This design comes from an exercise in tuning for small area, a short achievable clock period and few clock cycles per item on the open sky130 flow, not from production work.
At most, simulation tests tie the RTL to the original design; equivalence was not proved.
Power figures rest on the tool's default switching activity, not on a simulated workload.

==> trial 50: inputs <==
## binary_erosion_cross_top
module binary_erosion_cross_top #(
    parameter int MAX_ROWS = 4096
) (
    input  logic               aclk,
    input  logic               aresetn,
    input  logic               cfg_wr_en,
    input  logic [bec_pkg::CFG_AW-1:0]  cfg_addr,
    input  logic [bec_pkg::RCNT_W-1:0]  cfg_wdata,
    input  logic               s_tvalid,
    output logic               s_tready,
    input  logic [bec_pkg::ROW_W-1:0]   s_tdata,    
    output logic               m_tvalid,
    input  logic               m_tready,
    output logic [bec_pkg::MDATA_W-1:0] m_tdata,    
    output logic               m_tlast     
);
==> module binary_erosion_cross_top, before the edit <==
module binary_erosion_cross_top #(
    parameter int MAX_ROWS = 4096
) (
    input  logic               aclk,
    input  logic               aresetn,
    input  logic               cfg_wr_en,
    input  logic [bec_pkg::CFG_AW-1:0]  cfg_addr,
    input  logic [bec_pkg::RCNT_W-1:0]  cfg_wdata,
    input  logic               s_tvalid,
    output logic               s_tready,
    input  logic [bec_pkg::ROW_W-1:0]   s_tdata,    
    output logic               m_tvalid,
    input  logic               m_tready,
    output logic [bec_pkg::MDATA_W-1:0] m_tdata,    
    output logic               m_tlast     
);
    localparam int ROW_W = bec_pkg::ROW_W;
    localparam int IDX_W = bec_pkg::IDX_W;
    logic [IDX_W-1:0] hm2_reg;       
    logic [5:0]       wm1_reg;       
    logic [ROW_W-1:0] cur_reg;
    logic [ROW_W-1:0] part_reg;
    logic [IDX_W-1:0] idx_reg;       
    logic             first_reg;     
    logic             fin_reg;       
    logic [ROW_W-1:0] mask;
    logic [ROW_W-1:0] east;
    logic [ROW_W-1:0] part_next;
    logic             take;
    logic             last_row;
    logic [12:0] cfg_rows;
    logic [6:0]  cfg_cols;
    always_comb begin
        cfg_rows = cfg_wdata;
        cfg_cols = cfg_wdata[6:0];
    end
    always_ff @(posedge aclk) begin
        if (!aresetn) begin
            hm2_reg <= '0;
            wm1_reg <= 6'd63;
        end else if (cfg_wr_en) begin
            if (cfg_addr == 1'b0) begin
                if (cfg_rows < 13'd2)         hm2_reg <= '0;
                else if (cfg_rows > 13'd4096) hm2_reg <= 12'd4094;
                else                          hm2_reg <= 12'(cfg_rows - 13'd2);
            end else begin
                if (cfg_cols < 7'd2)          wm1_reg <= 6'd1;
                else if (cfg_cols > 7'd64)    wm1_reg <= 6'd63;
                else                          wm1_reg <= 6'(cfg_cols - 7'd1);
            end
        end
    end
    logic [1:0]  th1;
    logic [3:0]  th2;
    logic [7:0]  th3;
    logic [15:0] th4;
    logic [31:0] th5;
    assign th1  = {wm1_reg[0], 1'b1};
    assign th2  = {th1 & {2{wm1_reg[1]}},  th1 | {2{wm1_reg[1]}}};
    assign th3  = {th2 & {4{wm1_reg[2]}},  th2 | {4{wm1_reg[2]}}};
    assign th4  = {th3 & {8{wm1_reg[3]}},  th3 | {8{wm1_reg[3]}}};
    assign th5  = {th4 & {16{wm1_reg[4]}}, th4 | {16{wm1_reg[4]}}};
    assign mask = {th5 & {32{wm1_reg[5]}}, th5 | {32{wm1_reg[5]}}};
    always_comb begin
        east = ({1'b0, s_tdata[ROW_W-1:1]} & mask) | (mask & ~{1'b0, mask[ROW_W-1:1]});
        part_next = east & s_tdata & {s_tdata[ROW_W-2:0], 1'b1}
                  & (cur_reg | {ROW_W{first_reg}});
    end
    assign take     = s_tvalid && s_tready;
    assign last_row = !first_reg && (idx_reg == hm2_reg);
    always_ff @(posedge aclk) begin
        if (take) begin
            cur_reg  <= s_tdata;
            part_reg <= part_next;
        end
    end
    always_ff @(posedge aclk) begin
        if (!aresetn) begin
            first_reg <= 1'b1;
            fin_reg   <= 1'b0;
        end else begin
            if (fin_reg && m_tready) begin
                fin_reg <= 1'b0;
            end
            if (take) begin
                first_reg <= last_row;
                if (last_row) begin
                    fin_reg <= 1'b1;
                end
            end
        end
    end
    always_ff @(posedge aclk) begin
        if (take) begin
            idx_reg <= first_reg ? '0 : idx_reg + IDX_W'(1);
        end
    end
    assign s_tready = m_tready || (first_reg && !fin_reg);
    assign m_tvalid = fin_reg || (s_tvalid && !first_reg);
    assign m_tdata  = {4'd0, idx_reg, part_reg & (s_tdata | {ROW_W{fin_reg}})};
    assign m_tlast  = fin_reg;
endmodule
clock: 5.5 ns
lec_check: 0
cap_margin: 20
core_margin: 2
core_utilization: 40
cts_buf_list: sky130_fd_sc_hd__clkbuf_8
setup_slack_margin: 2.85
slew_margin: 20
standard.sh (not shown) runs the stock make flow with config.mk's settings and CLKGATE_MAP_FILE= SYNTH_SCRIPT=/design/flow/synth_recipe.tcl, a recipe that flattens the netlist after the stock synthesis.
==> flow/flow/run.sh <==
#!/bin/bash
# Standard layout, with the port buffers inserted as buf_2 cells instead of the default
# choice, clock tree synthesis without dummy loads and with larger sink clusters, and
# timing repair trying to split loads before sizing gates up.
set -euo pipefail
export BUFFER_PORTS_ARGS="-buffer_cell sky130_fd_sc_hd__buf_2"
export SETUP_MOVE_SEQUENCE="unbuffer,split,sizeup,swap,buffer,clone"
export CTS_ARGS="-sink_clustering_enable -repair_clock_nets -buf_list sky130_fd_sc_hd__clkbuf_8 -dont_use_dummy_load -sink_clustering_size 30 -sink_clustering_max_diameter 150"
bash standard.sh finish > orfs_flow.log 2>&1
==> build 36: changes against trial 50 <==
--- a/flow/design.v
+++ b/flow/design.v
@@ -60,18 +60,10 @@
         end
     end
-    logic [1:0]  th1;
-    logic [3:0]  th2;
-    logic [7:0]  th3;
-    logic [15:0] th4;
-    logic [31:0] th5;
-    assign th1  = {wm1_reg[0], 1'b1};
-    assign th2  = {th1 & {2{wm1_reg[1]}},  th1 | {2{wm1_reg[1]}}};
-    assign th3  = {th2 & {4{wm1_reg[2]}},  th2 | {4{wm1_reg[2]}}};
-    assign th4  = {th3 & {8{wm1_reg[3]}},  th3 | {8{wm1_reg[3]}}};
-    assign th5  = {th4 & {16{wm1_reg[4]}}, th4 | {16{wm1_reg[4]}}};
-    assign mask = {th5 & {32{wm1_reg[5]}}, th5 | {32{wm1_reg[5]}}};
     always_comb begin
-        east = ({1'b0, s_tdata[ROW_W-1:1]} & mask) | (mask & ~{1'b0, mask[ROW_W-1:1]});
-        part_next = east & s_tdata & {s_tdata[ROW_W-2:0], 1'b1}
+        for (int j = 0; j < ROW_W; j++) begin
+            mask[j] = (6'(j) <= wm1_reg);
+        end
+        east = ({1'b0, s_tdata[ROW_W-1:1]}) | ~({1'b0, mask[ROW_W-1:1]});
+        part_next = mask & s_tdata & {s_tdata[ROW_W-2:0], 1'b1} & east
                   & (cur_reg | {ROW_W{first_reg}});
     end
==> flow/run.sh (new file) <==
#!/bin/bash
# synth_recipe.tcl (not shown) runs the flow's synth.tcl, then flattens the netlist and writes it again
# the make line also repeats each setting of config.mk as NAME=value (left out here)
make -C /OpenROAD-flow-scripts/flow DESIGN_CONFIG=/design/flow/config.mk WORK_HOME=/design/flow/orfs CLKGATE_MAP_FILE= SYNTH_SCRIPT=/design/flow/synth_recipe.tcl finish
CTS_BUF_LIST = not set   (was sky130_fd_sc_hd__clkbuf_8)
SETUP_SLACK_MARGIN = not set   (was 2.85)
removed: flow/flow/run.sh
removed: flow/standard.sh
==> build 69: changes against trial 50 <==
--- a/flow/design.v
+++ b/flow/design.v
@@ -37,4 +37,10 @@
     logic [ROW_W-1:0] part_next;
     logic             take;
+    logic             beat_valid;
+    logic             beat_ready;
+    logic [ROW_W-1:0] out_row_reg;
+    logic [IDX_W-1:0] out_idx_reg;
+    logic             out_last_reg;
+    logic             out_valid_reg;
     logic             last_row;
     logic [12:0] cfg_rows;
@@ -89,5 +95,5 @@
             fin_reg   <= 1'b0;
         end else begin
-            if (fin_reg && m_tready) begin
+            if (fin_reg && beat_ready) begin
                 fin_reg <= 1'b0;
             end
@@ -105,7 +111,23 @@
         end
     end
-    assign s_tready = m_tready || (first_reg && !fin_reg);
-    assign m_tvalid = fin_reg || (s_tvalid && !first_reg);
-    assign m_tdata  = {4'd0, idx_reg, part_reg & (s_tdata | {ROW_W{fin_reg}})};
-    assign m_tlast  = fin_reg;
+    assign beat_valid = fin_reg || (s_tvalid && !first_reg);
+    assign beat_ready = !out_valid_reg || m_tready;
+    always_ff @(posedge aclk) begin
+        if (beat_ready) begin
+            out_row_reg  <= part_reg & (s_tdata | {ROW_W{fin_reg}});
+            out_idx_reg  <= idx_reg;
+            out_last_reg <= fin_reg;
+        end
+    end
+    always_ff @(posedge aclk) begin
+        if (!aresetn) begin
+            out_valid_reg <= 1'b0;
+        end else if (beat_ready) begin
+            out_valid_reg <= beat_valid;
+        end
+    end
+    assign s_tready = beat_ready || (first_reg && !fin_reg);
+    assign m_tvalid = out_valid_reg;
+    assign m_tdata  = {4'd0, out_idx_reg, out_row_reg};
+    assign m_tlast  = out_last_reg;
 endmodule
==> flow/flow/run.sh (replaced) <==
#!/bin/bash
# Standard layout, with the port buffers inserted as buf_2 cells instead of the default choice.
set -euo pipefail
export BUFFER_PORTS_ARGS="-buffer_cell sky130_fd_sc_hd__buf_2"
bash standard.sh finish > orfs_flow.log 2>&1
SETUP_SLACK_MARGIN = 2.9   (was 2.85)
==> flow_metrics.tcl <==
set metrics [dict create \
    power_leakage_uw 0.00350 \
    status "complete, no violations" \
    post_cts_buffers 8 \
    buf_share_pct 11.5 \
    synthDistinctLibCells 58 \
    clk_latency_ns 0.46 \
    grt_pass1_wl_um 34000 \
]
That was trial 50.
==> flow_metrics.tcl <==
set metrics [dict create \
    status "complete, no violations" \
    post_cts_buffers 0 \
    clk_latency_ns 0.54 \
    power_leakage_uw 0.00455 \
    synthDistinctLibCells 54 \
]
That was build 69.
==> flow_metrics.tcl <==
set metrics [dict create \
    status "complete, no violations" \
    cp_data_required_time_ns 4.40 \
    synthDistinctLibCells 56 \
    post_cts_buffers 0 \
    nFillCells 1770 \
    max_freq_mhz 280 \
    buf_share_pct 16.3 \
    clk_latency_ns 0.42 \
    power_leakage_uw 0.00345 \
    grt_pass1_wl_um 34300 \
    synth_fa_ha_area_share_pct 0.475 \
]
That was build 36.
Testbench counts of trial 50, summed over its fixed seeds: cycles 7,854, results 7,566.
Testbench counts of build 36, summed over its fixed seeds: cycles 7,854, results 7,566.
Function not checked in build 69: the RTL went through the layout flow alone.

* * *

==> zinc: inputs <==
==> flow/design.v <==
package bec_pkg;
    localparam int ROW_W    = 64;
    localparam int IDX_W    = 12;
    localparam int RCNT_W   = 13;
    localparam int CCNT_W   = 7;
    localparam int CFG_AW   = 1;
    localparam int MAX_COLS = 64;
    localparam int MDATA_W  = 80;
endpackage
module binary_erosion_cross_top #(
    parameter int MAX_ROWS = 4096
) (
    input  logic               aclk,
    input  logic               aresetn,
    input  logic               cfg_wr_en,
    input  logic [bec_pkg::CFG_AW-1:0]  cfg_addr,
    input  logic [bec_pkg::RCNT_W-1:0]  cfg_wdata,
    input  logic               s_tvalid,
    output logic               s_tready,
    input  logic [bec_pkg::ROW_W-1:0]   s_tdata,    
    output logic               m_tvalid,
    input  logic               m_tready,
    output logic [bec_pkg::MDATA_W-1:0] m_tdata,    
    output logic               m_tlast     
);
    localparam int ROW_W = bec_pkg::ROW_W;
    localparam int IDX_W = bec_pkg::IDX_W;
    logic [IDX_W-1:0] hm2_reg;       
    logic [5:0]       wm1_reg;       
    logic [ROW_W-1:0] cur_reg;
    logic [ROW_W-1:0] part_reg;
    logic [IDX_W-1:0] idx_reg;       
    logic             first_reg;     
    logic             fin_reg;       
    logic [ROW_W-1:0] mask;
    logic [ROW_W-1:0] east;
    logic [ROW_W-1:0] part_next;
    logic             take;
    logic             last_row;
    logic [12:0] cfg_rows;
    logic [6:0]  cfg_cols;
    always_comb begin
        cfg_rows = cfg_wdata;
        cfg_cols = cfg_wdata[6:0];
    end
    always_ff @(posedge aclk) begin
        if (!aresetn) begin
            hm2_reg <= '0;
            wm1_reg <= 6'd63;
        end else if (cfg_wr_en) begin
            if (cfg_addr == 1'b0) begin
                if (cfg_rows < 13'd2)         hm2_reg <= '0;
                else if (cfg_rows > 13'd4096) hm2_reg <= 12'd4094;
                else                          hm2_reg <= 12'(cfg_rows - 13'd2);
            end else begin
                if (cfg_cols < 7'd2)          wm1_reg <= 6'd1;
                else if (cfg_cols > 7'd64)    wm1_reg <= 6'd63;
                else                          wm1_reg <= 6'(cfg_cols - 7'd1);
            end
        end
    end
    always_comb begin
        for (int j = 0; j < ROW_W; j++) begin
            mask[j] = (6'(j) <= wm1_reg);
        end
        east = ({1'b0, s_tdata[ROW_W-1:1]}) | ~({1'b0, mask[ROW_W-1:1]});
        part_next = mask & s_tdata & {s_tdata[ROW_W-2:0], 1'b1} & east
                  & (cur_reg | {ROW_W{first_reg}});
    end
    assign take     = s_tvalid && s_tready;
    assign last_row = !first_reg && (idx_reg == hm2_reg);
    always_ff @(posedge aclk) begin
        if (take) begin
            cur_reg  <= s_tdata;
            part_reg <= part_next;
        end
    end
    always_ff @(posedge aclk) begin
        if (!aresetn) begin
            first_reg <= 1'b1;
            fin_reg   <= 1'b0;
        end else begin
            if (fin_reg && m_tready) begin
                fin_reg <= 1'b0;
            end
            if (take) begin
                first_reg <= last_row;
                if (last_row) begin
                    fin_reg <= 1'b1;
                end
            end
        end
    end
    always_ff @(posedge aclk) begin
        if (take) begin
            idx_reg <= first_reg ? '0 : idx_reg + IDX_W'(1);
        end
    end
    assign s_tready = m_tready || (first_reg && !fin_reg);
    assign m_tvalid = fin_reg || (s_tvalid && !first_reg);
    assign m_tdata  = {4'd0, idx_reg, part_reg & (s_tdata | {ROW_W{fin_reg}})};
    assign m_tlast  = fin_reg;
endmodule
==> flow/flow/run.sh <==
#!/bin/bash
# Standard layout, with the port buffers inserted as buf_2 cells instead of the default choice.
set -euo pipefail
export BUFFER_PORTS_ARGS="-buffer_cell sky130_fd_sc_hd__buf_2"
bash standard.sh finish > orfs_flow.log 2>&1
==> flow/standard.sh <==
#!/bin/bash
# synth_recipe.tcl (not shown) runs the flow's synth.tcl, then flattens the netlist and writes it again
# the make line also repeats each setting of config.mk as NAME=value (left out here)
make -C /OpenROAD-flow-scripts/flow DESIGN_CONFIG=/design/flow/config.mk WORK_HOME=/design/flow/orfs CLKGATE_MAP_FILE= SYNTH_SCRIPT=/design/flow/synth_recipe.tcl "${@:-finish}"
==> flow/config.mk <==
export PLATFORM = sky130hd
export DESIGN_NAME = binary_erosion_cross_top
export DESIGN_NICKNAME = binary_erosion_cross_top
export VERILOG_FILES = /design/flow/design.v
export SDC_FILE = /design/flow/constraint.sdc
export NUM_CORES = 4
export LEC_CHECK = 0
export CAP_MARGIN = 20
export CORE_MARGIN = 2
export CORE_UTILIZATION = 40
export CTS_BUF_LIST = sky130_fd_sc_hd__clkbuf_8
export SETUP_SLACK_MARGIN = 2.75
export SLEW_MARGIN = 20
==> flow/constraint.sdc <==
create_clock -name core_clock -period 5.5 [get_ports {aclk}]
set_input_delay 1.1000 -clock core_clock [delete_from_list [all_inputs] [get_ports {aclk}]]
set_output_delay 1.1000 -clock core_clock [all_outputs]
set_load 0.01 [all_outputs]
==> willow (differences from zinc) <==
--- a/flow/design.v
+++ b/flow/design.v
@@ -59,12 +59,20 @@
             end
         end
     end
+    logic [1:0]  th1;
+    logic [3:0]  th2;
+    logic [7:0]  th3;
+    logic [15:0] th4;
+    logic [31:0] th5;
+    assign th1  = {wm1_reg[0], 1'b1};
+    assign th2  = {th1 & {2{wm1_reg[1]}},  th1 | {2{wm1_reg[1]}}};
+    assign th3  = {th2 & {4{wm1_reg[2]}},  th2 | {4{wm1_reg[2]}}};
+    assign th4  = {th3 & {8{wm1_reg[3]}},  th3 | {8{wm1_reg[3]}}};
+    assign th5  = {th4 & {16{wm1_reg[4]}}, th4 | {16{wm1_reg[4]}}};
+    assign mask = {th5 & {32{wm1_reg[5]}}, th5 | {32{wm1_reg[5]}}};
     always_comb begin
-        for (int j = 0; j < ROW_W; j++) begin
-            mask[j] = (6'(j) <= wm1_reg);
-        end
-        east = ({1'b0, s_tdata[ROW_W-1:1]}) | ~({1'b0, mask[ROW_W-1:1]});
-        part_next = mask & s_tdata & {s_tdata[ROW_W-2:0], 1'b1} & east
+        east = ({1'b0, s_tdata[ROW_W-1:1]} & mask) | (mask & ~{1'b0, mask[ROW_W-1:1]});
+        part_next = east & s_tdata & {s_tdata[ROW_W-2:0], 1'b1}
                   & (cur_reg | {ROW_W{first_reg}});
     end
     assign take     = s_tvalid && s_tready;
==> flow/flow/run.sh (replaced) <==
#!/bin/bash
# Standard layout, with the port buffers inserted as buf_2 cells instead of the default
# choice, and clock tree synthesis without dummy loads and with larger sink clusters.
set -euo pipefail
export BUFFER_PORTS_ARGS="-buffer_cell sky130_fd_sc_hd__buf_2"
export CTS_ARGS="-sink_clustering_enable -repair_clock_nets -buf_list sky130_fd_sc_hd__clkbuf_8 -dont_use_dummy_load -sink_clustering_size 30 -sink_clustering_max_diameter 150"
bash standard.sh finish > orfs_flow.log 2>&1
--- a/flow/config.mk
+++ b/flow/config.mk
@@ -9,5 +9,5 @@
 export CORE_MARGIN = 2
 export CORE_UTILIZATION = 40
 export CTS_BUF_LIST = sky130_fd_sc_hd__clkbuf_8
-export SETUP_SLACK_MARGIN = 2.75
+export SETUP_SLACK_MARGIN = 2.85
 export SLEW_MARGIN = 20
==> results.txt <==
Between willow and zinc, the lower synthesized cell count is in willow (gap 0.99%, measured against zinc).
Sequential share of layout area: zinc is lower than willow (0.63 points).
Sequential power is about the same in zinc and willow.
Between willow and zinc, the lower cell count is in willow (gap about 1%, measured against zinc).
Of zinc and willow, zinc has the higher register-to-register slack (gap 70 ps).
Routed wire length: zinc is higher than willow (3.3%).
In zinc the clock skew is lower than in willow, by 4.4 ps.
Of zinc and willow, zinc has the higher via count (gap 1.9%, measured against willow).
Critical path depth is the same in willow and zinc.
In willow the area after synthesis is smaller than in zinc, by 1.5%.
Against willow, the non-clock buffer count of zinc is lower by 2.
==> figures <==
| quantity | willow | zinc |
|---|---|---|
| Result of the run | complete, no violations | complete, no violations |
| Vias post-DR | 6274 | 6391 |
| Sequential-to-total area share from yosys stat | 59.1% | 58.2% |
| Worst max-slew margin expressed relative to the limit | 37.7% | 29.9% |
| Initial Utilization | 40.4% | 40.8% |
| Syn-to-layout area delta | 19.2% | 18.9% |
| Maximum number of pins on one net before global-route repair | 79 | 142 |
| Signal buffers | 172 | 170 |
| Fraction of power consumed by the clock network | 26.4% | 32.6% |
| Routed length on met1 | 10.1 mm | 10.2 mm |
| Fraction of synthesized area in multiplexers | 0.514% | 0% |
| Number of standard cells in the layout, taps in and fillers out | 1114 | 1125 |
| Final HPWL DP | 14.7 mm | 14.6 mm |
| Global Route met2 Usage | 31.7% | 32.6% |
| Compound-cell area share of the yosys netlist | 19.4% | 21.3% |
| Worst hold start | hm2_reg[7] | hm2_reg[0] |
| Logic pwr share | 14.4% | 13.3% |
| Synthesized netlist cell count | 697 | 704 |
| Maximum cell stage delay along the critical path | 190 ps | 210 ps |
| CP Capture Point | m_tdata[38] | m_tdata[12] |
| Number of signal-net inverters in the final layout | 11 | 13 |
| Fraction of met1 tracks used by global routing | 30.8% | 29.9% |
| Internal Dissipation | 1.82 mW | 1.98 mW |
Testbench counts of zinc, summed over its fixed seeds: cycles 7,854, results 7,566.
Testbench counts of willow, summed over its fixed seeds: cycles 7,854, results 7,566.

## afterwards: timing with drivers on the ports
The results above use ideal ports. As a check the final layouts listed here were re-extracted and re-timed, cells and wires unchanged.
Step 1 assumes that a clkbuf_16 drives the clock port and a buf_2 every other input.
Step 2 moves the port delays by t, midway between the first and last clock arrival at a register: inputs arrive t later, outputs are due t later. That takes back most of the time a late clock gives input paths.
Three values: ideal ports, drivers, drivers and shift; two values: the first two.
run | t (ns) | setup slack, ns | worst hold slack (ns) | worst setup path after step 2 | cell pins on the clock port's net
trial 50 | 0.486 | 2.856 / 2.811 / 2.550 | 0.481 / 0.481 / 0.481 | input to register | 1
build 36 | 0.458 | 1.928 / 1.903 / 1.903 | 0.477 / 0.477 / 0.477 | input to output | 1
build 69 | 0.567 | 2.889 / 2.856 / 2.468 | 0.470 / 0.470 / 0.470 | input to register | 1
zinc | 0.489 | 2.799 / 2.751 / 2.410 | 0.487 / 0.487 / 0.487 | input to register | 1
willow | 0.484 | 2.860 / 2.818 / 2.554 | 0.481 / 0.481 / 0.481 | input to register | 1
After both steps setup and hold are still met in every run listed. The setup slack of build 69, which loses most, moves by -0.033 ns with the drivers and by -0.421 ns with both steps.
